From an optimization exercise on the open Yosys and OpenROAD flow, aimed at small area, a short achievable clock period and few clock cycles per item; shortcuts taken in it are not production practice. At most, simulation tests tie the RTL to the original design; equivalence was not proved. Power and IR drop assume default switching activity.

// voltage_sag_load_limiter
module voltage_sag_load_limiter #(
  parameter int AVG_DEPTH = 16,
  parameter int VREF_MV = 3300,
  parameter int DIVIDER_RATIO = 11
) (
  input  wire logic                            clk,
  input  wire logic                            rst,
  input  wire logic                            in_valid,
  output logic                                 in_stall,
  input  wire logic [18:0]                     in_data,
  output logic                                 out_valid,
  input  wire logic                            out_stall,
  output logic [42:0]                          out_data,
  input  wire logic                            cfg_we,
  input  wire logic [vsll_pkg::CFG_IDX_W-1:0]  cfg_index,
  input  wire logic [vsll_pkg::CFG_DATA_W-1:0] cfg_data
);
  logic [15:0] cfg_low, cfg_high, cfg_pdi, cfg_pul, cfg_puh, cfg_maxnn;
  logic [6:0]  cfg_ceil;
  logic [7:0]  cfg_cc;
  always_ff @(posedge clk) begin
    if (rst) begin
      cfg_low <= RST_LOW_THRESHOLD;
      cfg_high <= RST_HIGH_THRESHOLD;
      cfg_ceil <= RST_LIMIT_CEILING;
      cfg_cc <= RST_CONFIRM_CYCLES;
      cfg_pdi <= RST_PAUSE_DOWN_INIT;
      cfg_pul <= RST_PAUSE_UP_LOW;
      cfg_puh <= RST_PAUSE_UP_HIGH;
      cfg_maxnn <= RST_MAX_NO_NOMINAL;
    end else if (cfg_we) begin
      case (cfg_index)
        3'd0: cfg_low <= cfg_data;
        3'd1: cfg_high <= cfg_data;
        3'd2: cfg_ceil <= cfg_data[6:0];
        3'd3: cfg_cc <= cfg_data[7:0];
        3'd4: cfg_pdi <= cfg_data;
        3'd5: cfg_pul <= cfg_data;
        3'd6: cfg_puh <= cfg_data;
        default: cfg_maxnn <= cfg_data;
      endcase
    end
  end
  logic [6:0]  limit, prev_req;
  logic [7:0]  low_cnt, high_cnt;
  logic [15:0] raise_pause, lower_pause, nn_count, err_total;
  logic [15:0] mv_o;
  logic [1:0]  cls_o;
  ...
For scale: roughly 2900 cells after synthesis, about 580 flip-flops, roughly 88 I/O pins.
clock: 11.0 ns
lec_check: 0
cap_margin: 20
core_margin: 2
core_utilization: 55
cts_buf_list: sky130_fd_sc_hd__clkbuf_8 sky130_fd_sc_hd__clkbuf_16
cts_cluster_diameter: 80
cts_cluster_size: 20
place_density: 0.7
slew_margin: 20
standard.sh (not shown) runs the stock make flow with config.mk's settings and CLKGATE_MAP_FILE= SYNTH_SCRIPT=/design/flow/synth_recipe.tcl, a recipe that flattens the netlist after the stock synthesis.
==> flow/flow/run.sh <==
#!/bin/bash
# Standard layout, with two changes to how it is made (the clock period and every constraint
# stay as given): every port still gets a buffer, but a plain buf_2 instead of the default
# delay cell, and the timing repair aims at a tighter setup target than the clock period.
set -euo pipefail
bash standard.sh SETUP_SLACK_MARGIN=7 'BUFFER_PORTS_ARGS=-buffer_cell sky130_fd_sc_hd__buf_2' finish > standard_flow.log 2>&1
Then changed:
--- a/flow/design.v
+++ b/flow/design.v
@@ -190,85 +190,74 @@
     pc = (13'(ph) + 13'(pl) + 13'd1) >= 13'd4096;
   end
   always_ff @(posedge clk) begin
     if (!aux_v) begin
       qq <= ph + 12'(pc);
       reqq <= req2;
     end
   end
+  logic [15:0] mv3n;
   logic [17:0] m_s, m_c, lown, high18;
   logic [17:0] lo_s, lo_c, hi_s, hi_c, lo_d, hi_d;
-  logic [11:0] q4;
+  logic [15:0] mv3;
   logic        lt3, gt3;
   logic [6:0]  req3;
   logic        lt3n, gt3n;
   always_comb begin
     m_s = 18'(qq) ^ (18'(qq) << 1) ^ (18'(qq) << 3);
     m_c = ((18'(qq) & (18'(qq) << 1)) | (18'(qq) & (18'(qq) << 3))
           | ((18'(qq) << 1) & (18'(qq) << 3))) << 1;
+    mv3n = 16'(m_s + m_c);
     lown = ~(18'(cfg_low));
     high18 = 18'(cfg_high);
     lo_s = m_s ^ m_c ^ lown;
     lo_c = ((m_s & m_c) | (m_s & lown) | (m_c & lown)) << 1;
     lo_d = lo_s + lo_c + 18'd1;
     lt3n = lo_d[17];
     hi_s = high18 ^ ~m_s ^ ~m_c;
     hi_c = ((high18 & ~m_s) | (high18 & ~m_c) | (~m_s & ~m_c)) << 1;
     hi_d = hi_s + hi_c + 18'd2;
     gt3n = hi_d[17];
   end
-  logic [11:0] aux_q;
+  logic [15:0] aux_mv;
   logic        aux_lt, aux_gt;
   logic [6:0]  aux_req;
   always_ff @(posedge clk) begin
     if (!aux_v) begin
-      aux_q <= qq;
+      aux_mv <= mv3n;
       aux_lt <= lt3n;
       aux_gt <= gt3n;
       aux_req <= reqq;
     end
   end
   logic [6:0] req3n;
   logic [8:0] dA, dB, d3;
   logic [9:0] eA, eB, e3;
-  logic       dzA, dzB, dmA, dmB, dpA, dpB;
   logic       dz3, dm3, dp3;
   logic       use_a;
   always_comb begin
     req3n = aux_v ? aux_req : reqq;
     dA = 9'(req3n) - 9'(req3);
     dB = 9'(req3n) - 9'(prev_req);
     eA = 10'(req3n) - 10'(req3) - 10'(cfg_ceil);
     eB = 10'(req3n) - 10'(prev_req) - 10'(cfg_ceil);
-    dzA = (req3n == req3);
-    dzB = (req3n == prev_req);
-    dmA = (8'(req3n) + 8'd1 == 8'(req3));
-    dmB = (8'(req3n) + 8'd1 == 8'(prev_req));
-    dpA = (8'(req3n) == 8'(req3) + 8'd1);
-    dpB = (8'(req3n) == 8'(prev_req) + 8'd1);
   end
   always_ff @(posedge clk) begin
     if (load3) begin
-      q4 <= aux_v ? aux_q : qq;
+      mv3 <= aux_v ? aux_mv : mv3n;
       lt3 <= aux_v ? aux_lt : lt3n;
       gt3 <= aux_v ? aux_gt : gt3n;
       req3 <= req3n;
       if (use_a) begin
         d3 <= dA;
         e3 <= eA;
-        dz3 <= dzA;
-        dm3 <= dmA;
-        dp3 <= dpA;
       end else begin
         d3 <= dB;
         e3 <= eB;
-        dz3 <= dzB;
-        dm3 <= dmB;
-        dp3 <= dpB;
       end
     end
   end
   logic        c_low, c_high;
   logic [15:0] rp, lp, et_inc;
   logic [7:0]  lc_n, hc_n;
   logic [15:0] rp_n, lp_n, nn_n;
   logic        up, down, hz, lim_nz;
@@ -316,16 +305,19 @@
     nn_gap = {1'b0, cfg_maxnn} - {1'b0, nn_count};
     cmp_lt = !nn_gap[16] && (nn_gap != 17'd0);
     cmp_ge1 = nn_gap[16] || (nn_gap[15:1] == 15'd0);
     cmp_ge2 = nn_gap[16] || (nn_gap[15:2] == 14'd0 && nn_gap[1:0] != 2'd3);
     et_inc = err_total + 16'd1;
     vm = 10'(limit) + {d3[8], d3} - 10'd1;
     v0c = 10'(limit) + {d3[8], d3};
     vp = 10'(limit) + {d3[8], d3} + 10'd1;
+    dz3 = (d3 == 9'd0);
+    dm3 = (d3 == 9'h1ff);
+    dp3 = (d3 == 9'd1);
     w = 10'(limit) + e3;
     {mm, lm} = clampm(vm, !w[9] && (w[8:1] != 8'd0), dp3, cfg_ceil, limit, lim_nz);
     {m0, l0} = clampm(v0c, !w[9] && (w != 10'd0), dz3, cfg_ceil, limit, lim_nz);
     {mp, lp7} = clampm(vp, !w[9], dm3, cfg_ceil, limit, lim_nz);
     use_a = v3 && !err;
     lim_n = up ? lp7 : (down ? lm : l0);
     moved = up ? mp : (down ? mm : m0);
   end
@@ -364,17 +356,17 @@
       end
     end else begin
       nn_lt <= cmp_lt;
       nn_ge1 <= cmp_ge1;
     end
   end
   always_ff @(posedge clk) begin
     if (fire) begin
-      mv_o <= (16'(q4) << 3) + (16'(q4) << 1) + 16'(q4);
+      mv_o <= mv3;
       cls_o <= c_low ? CLASS_LOW : (c_high ? CLASS_HIGH : CLASS_BAND);
       moved_o <= moved;
       nne_o <= err;
     end
   end
   assign out_data = {mv_o, cls_o, limit, moved_o, nne_o, err_total};
 endmodule
 `default_nettype wire
After rerunning:
- register-to-register slack gets worse by 60 ps
- routed wire length goes up by about 4.3%
- synthesized cell count goes down by about 3%
- worst setup slack got worse by 59 ps
- cell area fell by about 1%
- die area drops by about 2%
- global-route usage came out higher by 1.2 points
- combinational power grows by about 4%
- synthesized area shrinks by 2.2%
- via count stays flat
- first-iteration DRC count goes up by about 54%
- flip-flop and latch count grows by 5
- power is higher by 2.1%
No run of this note included a check of the RTL's function; only the layout flow was run.

voltage_sag_load_limiter, a different RTL version from the one above (not shown whole).
For scale: roughly 2800 cells after synthesis, about 590 flip-flops, about 88 I/O pins.
export LEC_CHECK = 0
export CAP_MARGIN = 20
export CORE_MARGIN = 2
export CORE_UTILIZATION = 55
export CTS_BUF_LIST = sky130_fd_sc_hd__clkbuf_8 sky130_fd_sc_hd__clkbuf_16
export CTS_CLUSTER_DIAMETER = 80
export CTS_CLUSTER_SIZE = 20
export PLACE_DENSITY = 0.7
export SLEW_MARGIN = 20
create_clock -name core_clock -period 11.0 [get_ports {clk}]
Scripts as last shown in full above: flow/flow/run.sh
Testbench counts at the start, summed over its fixed seeds: cycles 8,192, items 8,000.
Next try:
--- a/flow/design.v
+++ b/flow/design.v
@@ -111,22 +111,20 @@
   logic        moved_o, nne_o;
   logic        err;
   logic aux_v;             
   logic v0, v1, v2, vq, v3;
   logic blocked, fire, load3;
   logic stall_q;           
-  logic aux_v2;            
   assign in_stall = stall_q;
   assign blocked = out_valid && out_stall;
   assign fire = v3 && !blocked;
   assign load3 = !v3 || !blocked;
   always_ff @(posedge clk) begin
     if (rst) begin
       aux_v <= 1'b0;
       stall_q <= 1'b0;
-      aux_v2 <= 1'b0;
       v0 <= 1'b0;
       vq <= 1'b0;
       v1 <= 1'b0;
       v2 <= 1'b0;
       v3 <= 1'b0;
       out_valid <= 1'b0;
@@ -136,13 +134,12 @@
         v1 <= v0;
         v2 <= v1;
         vq <= v2;
       end
       aux_v <= !load3 && (aux_v || vq);
       stall_q <= !load3 && (aux_v || vq);
-      aux_v2 <= !load3 && (aux_v2 || vq);
       if (load3) v3 <= aux_v || vq;
       if (fire) out_valid <= 1'b1;
       else if (!out_stall) out_valid <= 1'b0;
     end
   end
   logic [11:0] w0;
@@ -232,33 +229,46 @@
       aux_req <= reqq;
     end
   end
   logic [6:0] req3n;
   logic [8:0] dA, dB, d3;
   logic [9:0] eA, eB, e3;
+  logic       dzA, dzB, dmA, dmB, dpA, dpB;
   logic       dz3, dm3, dp3;
   logic       use_a;
   always_comb begin
-    req3n = aux_v2 ? aux_req : reqq;
+    req3n = aux_v ? aux_req : reqq;
     dA = 9'(req3n) - 9'(req3);
     dB = 9'(req3n) - 9'(prev_req);
     eA = 10'(req3n) - 10'(req3) - 10'(cfg_ceil);
     eB = 10'(req3n) - 10'(prev_req) - 10'(cfg_ceil);
+    dzA = (req3n == req3);
+    dzB = (req3n == prev_req);
+    dmA = (8'(req3n) + 8'd1 == 8'(req3));
+    dmB = (8'(req3n) + 8'd1 == 8'(prev_req));
+    dpA = (8'(req3n) == 8'(req3) + 8'd1);
+    dpB = (8'(req3n) == 8'(prev_req) + 8'd1);
   end
   always_ff @(posedge clk) begin
     if (load3) begin
       mv3 <= aux_v ? aux_mv : mv3n;
       lt3 <= aux_v ? aux_lt : lt3n;
       gt3 <= aux_v ? aux_gt : gt3n;
       req3 <= req3n;
       if (use_a) begin
         d3 <= dA;
         e3 <= eA;
+        dz3 <= dzA;
+        dm3 <= dmA;
+        dp3 <= dpA;
       end else begin
         d3 <= dB;
         e3 <= eB;
+        dz3 <= dzB;
+        dm3 <= dmB;
+        dp3 <= dpB;
       end
     end
   end
   logic        c_low, c_high;
   logic [15:0] rp, lp, et_inc;
   logic [7:0]  lc_n, hc_n;
@@ -310,15 +320,12 @@
     cmp_ge1 = nn_gap[16] || (nn_gap[15:1] == 15'd0);
     cmp_ge2 = nn_gap[16] || (nn_gap[15:2] == 14'd0 && nn_gap[1:0] != 2'd3);
     et_inc = err_total + 16'd1;
     vm = 10'(limit) + {d3[8], d3} - 10'd1;
     v0c = 10'(limit) + {d3[8], d3};
     vp = 10'(limit) + {d3[8], d3} + 10'd1;
-    dz3 = (d3 == 9'd0);
-    dm3 = (d3 == 9'h1ff);
-    dp3 = (d3 == 9'd1);
     w = 10'(limit) + e3;
     {mm, lm} = clampm(vm, !w[9] && (w[8:1] != 8'd0), dp3, cfg_ceil, limit, lim_nz);
     {m0, l0} = clampm(v0c, !w[9] && (w != 10'd0), dz3, cfg_ceil, limit, lim_nz);
     {mp, lp7} = clampm(vp, !w[9], dm3, cfg_ceil, limit, lim_nz);
     use_a = v3 && !err;
     lim_n = up ? lp7 : (down ? lm : l0);
=> Setup slack gets better by 0.096 ns; worst hold slack gets worse by 0.0032 ns; register-to-register slack gets better by 0.11 ns; final cell count goes up by 4.1%; global-route usage goes down by 0.24 points; fmax goes up by 2.5%; core utilization goes down by 0.16 points.
Testbench counts after the change, summed over its fixed seeds: cycles 8,192, items 8,000.

RTL: one of the versions met above, not the one the previous note started from.
Size in the first run: ~590 flip-flops, ~88 I/O pins.
clock: 11.0 ns
lec_check: 0
cap_margin: 20
core_margin: 2
core_utilization: 55
cts_buf_list: sky130_fd_sc_hd__clkbuf_8 sky130_fd_sc_hd__clkbuf_16
cts_cluster_diameter: 80
cts_cluster_size: 20
place_density: 0.7
slew_margin: 20
==> flow/flow/run.sh <==
#!/bin/bash
# Standard layout, with two changes to how it is made (the clock period and every constraint
# stay as given): every port still gets a buffer, but a plain buf_2 instead of the default
# delay cell, and the timing repair aims at a tighter setup target than the clock period.
set -euo pipefail
bash standard.sh SETUP_SLACK_MARGIN=7.2 'BUFFER_PORTS_ARGS=-buffer_cell sky130_fd_sc_hd__buf_2' finish > standard_flow.log 2>&1
Testbench counts at the start, summed over its fixed seeds: cycles 8,192, items 8,000.
Edit:
--- a/flow/design.v
+++ b/flow/design.v
@@ -106,45 +106,48 @@
   logic [6:0]  limit, prev_req;
   logic [7:0]  low_cnt, high_cnt;
   logic [15:0] raise_pause, lower_pause, nn_count, err_total;
   logic [15:0] mv_o;
   logic [1:0]  cls_o;
   logic        moved_o, nne_o;
   logic        err;
   logic aux_v;             
   logic v0, v1, v2, vq, v3;
   logic blocked, fire, load3;
   logic stall_q;           
+  logic aux_v2;            
   assign in_stall = stall_q;
   assign blocked = out_valid && out_stall;
   assign fire = v3 && !blocked;
   assign load3 = !v3 || !blocked;
   always_ff @(posedge clk) begin
     if (rst) begin
       aux_v <= 1'b0;
       stall_q <= 1'b0;
+      aux_v2 <= 1'b0;
       v0 <= 1'b0;
       vq <= 1'b0;
       v1 <= 1'b0;
       v2 <= 1'b0;
       v3 <= 1'b0;
       out_valid <= 1'b0;
     end else begin
       if (!aux_v) begin
         v0 <= in_valid;
         v1 <= v0;
         v2 <= v1;
         vq <= v2;
       end
       aux_v <= !load3 && (aux_v || vq);
       stall_q <= !load3 && (aux_v || vq);
+      aux_v2 <= !load3 && (aux_v2 || vq);
       if (load3) v3 <= aux_v || vq;
       if (fire) out_valid <= 1'b1;
       else if (!out_stall) out_valid <= 1'b0;
     end
   end
   logic [11:0] w0;
   logic [6:0]  req0, req1, req2;
   always_ff @(posedge clk) begin
     if (!aux_v) begin
       w0 <= in_data[18:7];
       req0 <= in_data[6:0];
@@ -224,56 +227,43 @@
   always_ff @(posedge clk) begin
     if (!aux_v) begin
       aux_mv <= mv3n;
       aux_lt <= lt3n;
       aux_gt <= gt3n;
       aux_req <= reqq;
     end
   end
   logic [6:0] req3n;
   logic [8:0] dA, dB, d3;
   logic [9:0] eA, eB, e3;
-  logic       dzA, dzB, dmA, dmB, dpA, dpB;
   logic       dz3, dm3, dp3;
   logic       use_a;
   always_comb begin
-    req3n = aux_v ? aux_req : reqq;
+    req3n = aux_v2 ? aux_req : reqq;
     dA = 9'(req3n) - 9'(req3);
     dB = 9'(req3n) - 9'(prev_req);
     eA = 10'(req3n) - 10'(req3) - 10'(cfg_ceil);
     eB = 10'(req3n) - 10'(prev_req) - 10'(cfg_ceil);
-    dzA = (req3n == req3);
-    dzB = (req3n == prev_req);
-    dmA = (8'(req3n) + 8'd1 == 8'(req3));
-    dmB = (8'(req3n) + 8'd1 == 8'(prev_req));
-    dpA = (8'(req3n) == 8'(req3) + 8'd1);
-    dpB = (8'(req3n) == 8'(prev_req) + 8'd1);
   end
   always_ff @(posedge clk) begin
     if (load3) begin
       mv3 <= aux_v ? aux_mv : mv3n;
       lt3 <= aux_v ? aux_lt : lt3n;
       gt3 <= aux_v ? aux_gt : gt3n;
       req3 <= req3n;
       if (use_a) begin
         d3 <= dA;
         e3 <= eA;
-        dz3 <= dzA;
-        dm3 <= dmA;
-        dp3 <= dpA;
       end else begin
         d3 <= dB;
         e3 <= eB;
-        dz3 <= dzB;
-        dm3 <= dmB;
-        dp3 <= dpB;
       end
     end
   end
   logic        c_low, c_high;
   logic [15:0] rp, lp, et_inc;
   logic [7:0]  lc_n, hc_n;
   logic [15:0] rp_n, lp_n, nn_n;
   logic        up, down, hz, lim_nz;
   logic        nn_lt, nn_ge1, max_nz, max_le1, cmp_lt, cmp_ge1, cmp_ge2;
   logic [16:0] nn_gap;
   logic [9:0]  vm, v0c, vp, w;
@@ -315,22 +305,25 @@
     err = hz ? (cfg_maxnn == 16'd0) : nn_ge1;
     max_nz = (cfg_maxnn != 16'd0);
     max_le1 = (cfg_maxnn[15:1] == 15'd0);
     nn_gap = {1'b0, cfg_maxnn} - {1'b0, nn_count};
     cmp_lt = !nn_gap[16] && (nn_gap != 17'd0);
     cmp_ge1 = nn_gap[16] || (nn_gap[15:1] == 15'd0);
     cmp_ge2 = nn_gap[16] || (nn_gap[15:2] == 14'd0 && nn_gap[1:0] != 2'd3);
     et_inc = err_total + 16'd1;
     vm = 10'(limit) + {d3[8], d3} - 10'd1;
     v0c = 10'(limit) + {d3[8], d3};
     vp = 10'(limit) + {d3[8], d3} + 10'd1;
+    dz3 = (d3 == 9'd0);
+    dm3 = (d3 == 9'h1ff);
+    dp3 = (d3 == 9'd1);
     w = 10'(limit) + e3;
     {mm, lm} = clampm(vm, !w[9] && (w[8:1] != 8'd0), dp3, cfg_ceil, limit, lim_nz);
     {m0, l0} = clampm(v0c, !w[9] && (w != 10'd0), dz3, cfg_ceil, limit, lim_nz);
     {mp, lp7} = clampm(vp, !w[9], dm3, cfg_ceil, limit, lim_nz);
     use_a = v3 && !err;
     lim_n = up ? lp7 : (down ? lm : l0);
     moved = up ? mp : (down ? mm : m0);
   end
   always_ff @(posedge clk) begin
     if (rst) begin
       limit <= 7'd0;
Result:
- The new run completed without violations
- wire length went down by a few percent
- critical path depth decreases by 1
- sequential cell count decreases by 2
- total power stays flat
- combinational power grows slightly
- worst hold slack is better by 4.9 ps
- sequential power hardly moves
- clock-buffer cell count went down by 2
- via count shrinks by a few percent
- sequential share of layout area rises by 0.95 points
- global-route usage fell by 0.16 points
Testbench counts after the change, summed over its fixed seeds: cycles 8,192, items 8,000.

## port drivers added, routing unchanged
No port has a modelled driver above. Below, the same layouts with a new extraction and two added sets of constraints. Step 1 (the two cells are an assumption about what drives the block):
set clk [get_ports {clk}]
set_driving_cell -lib_cell sky130_fd_sc_hd__clkbuf_16 $clk
set_driving_cell -lib_cell sky130_fd_sc_hd__buf_2 [delete_from_list [all_inputs] $clk]
Step 2 moves the port delays by t, midway between the first and last clock arrival at a register: inputs arrive t later, outputs are due t later. That takes back most of the time a late clock gives input paths. Three values: ideal, step 1, step 2; two values: the first two.
run	t, ns	setup slack, ns	hold WS [ns]	worst setup path after step 2	cell pins on the clock port's net
the first run of note 1	0.636	7.016 / 7.016 / 6.569	0.405 / 0.405 / 0.405	input to register	1
the second run of note 1	0.631	6.958 / 6.958 / 6.514	0.412 / 0.412 / 0.412	input to register	1
the first run of note 2	0.625	7.032 / 7.032 / 6.604	0.413 / 0.413 / 0.413	input to register	1
the second run of note 2	0.634	7.129 / 7.070 / 6.639	0.410 / 0.410 / 0.410	input to register	1
the first run of note 3	0.634	7.181 / 7.181 / 6.740	0.407 / 0.407 / 0.407	input to register	1
the second run of note 3	0.647	7.173 / 7.173 / 6.732	0.412 / 0.412 / 0.412	input to register	1
After both steps every run listed still meets setup and hold. For the second run of note 2, which loses most, drivers alone change the setup slack by -0.059 ns; drivers and shift together by -0.490 ns.
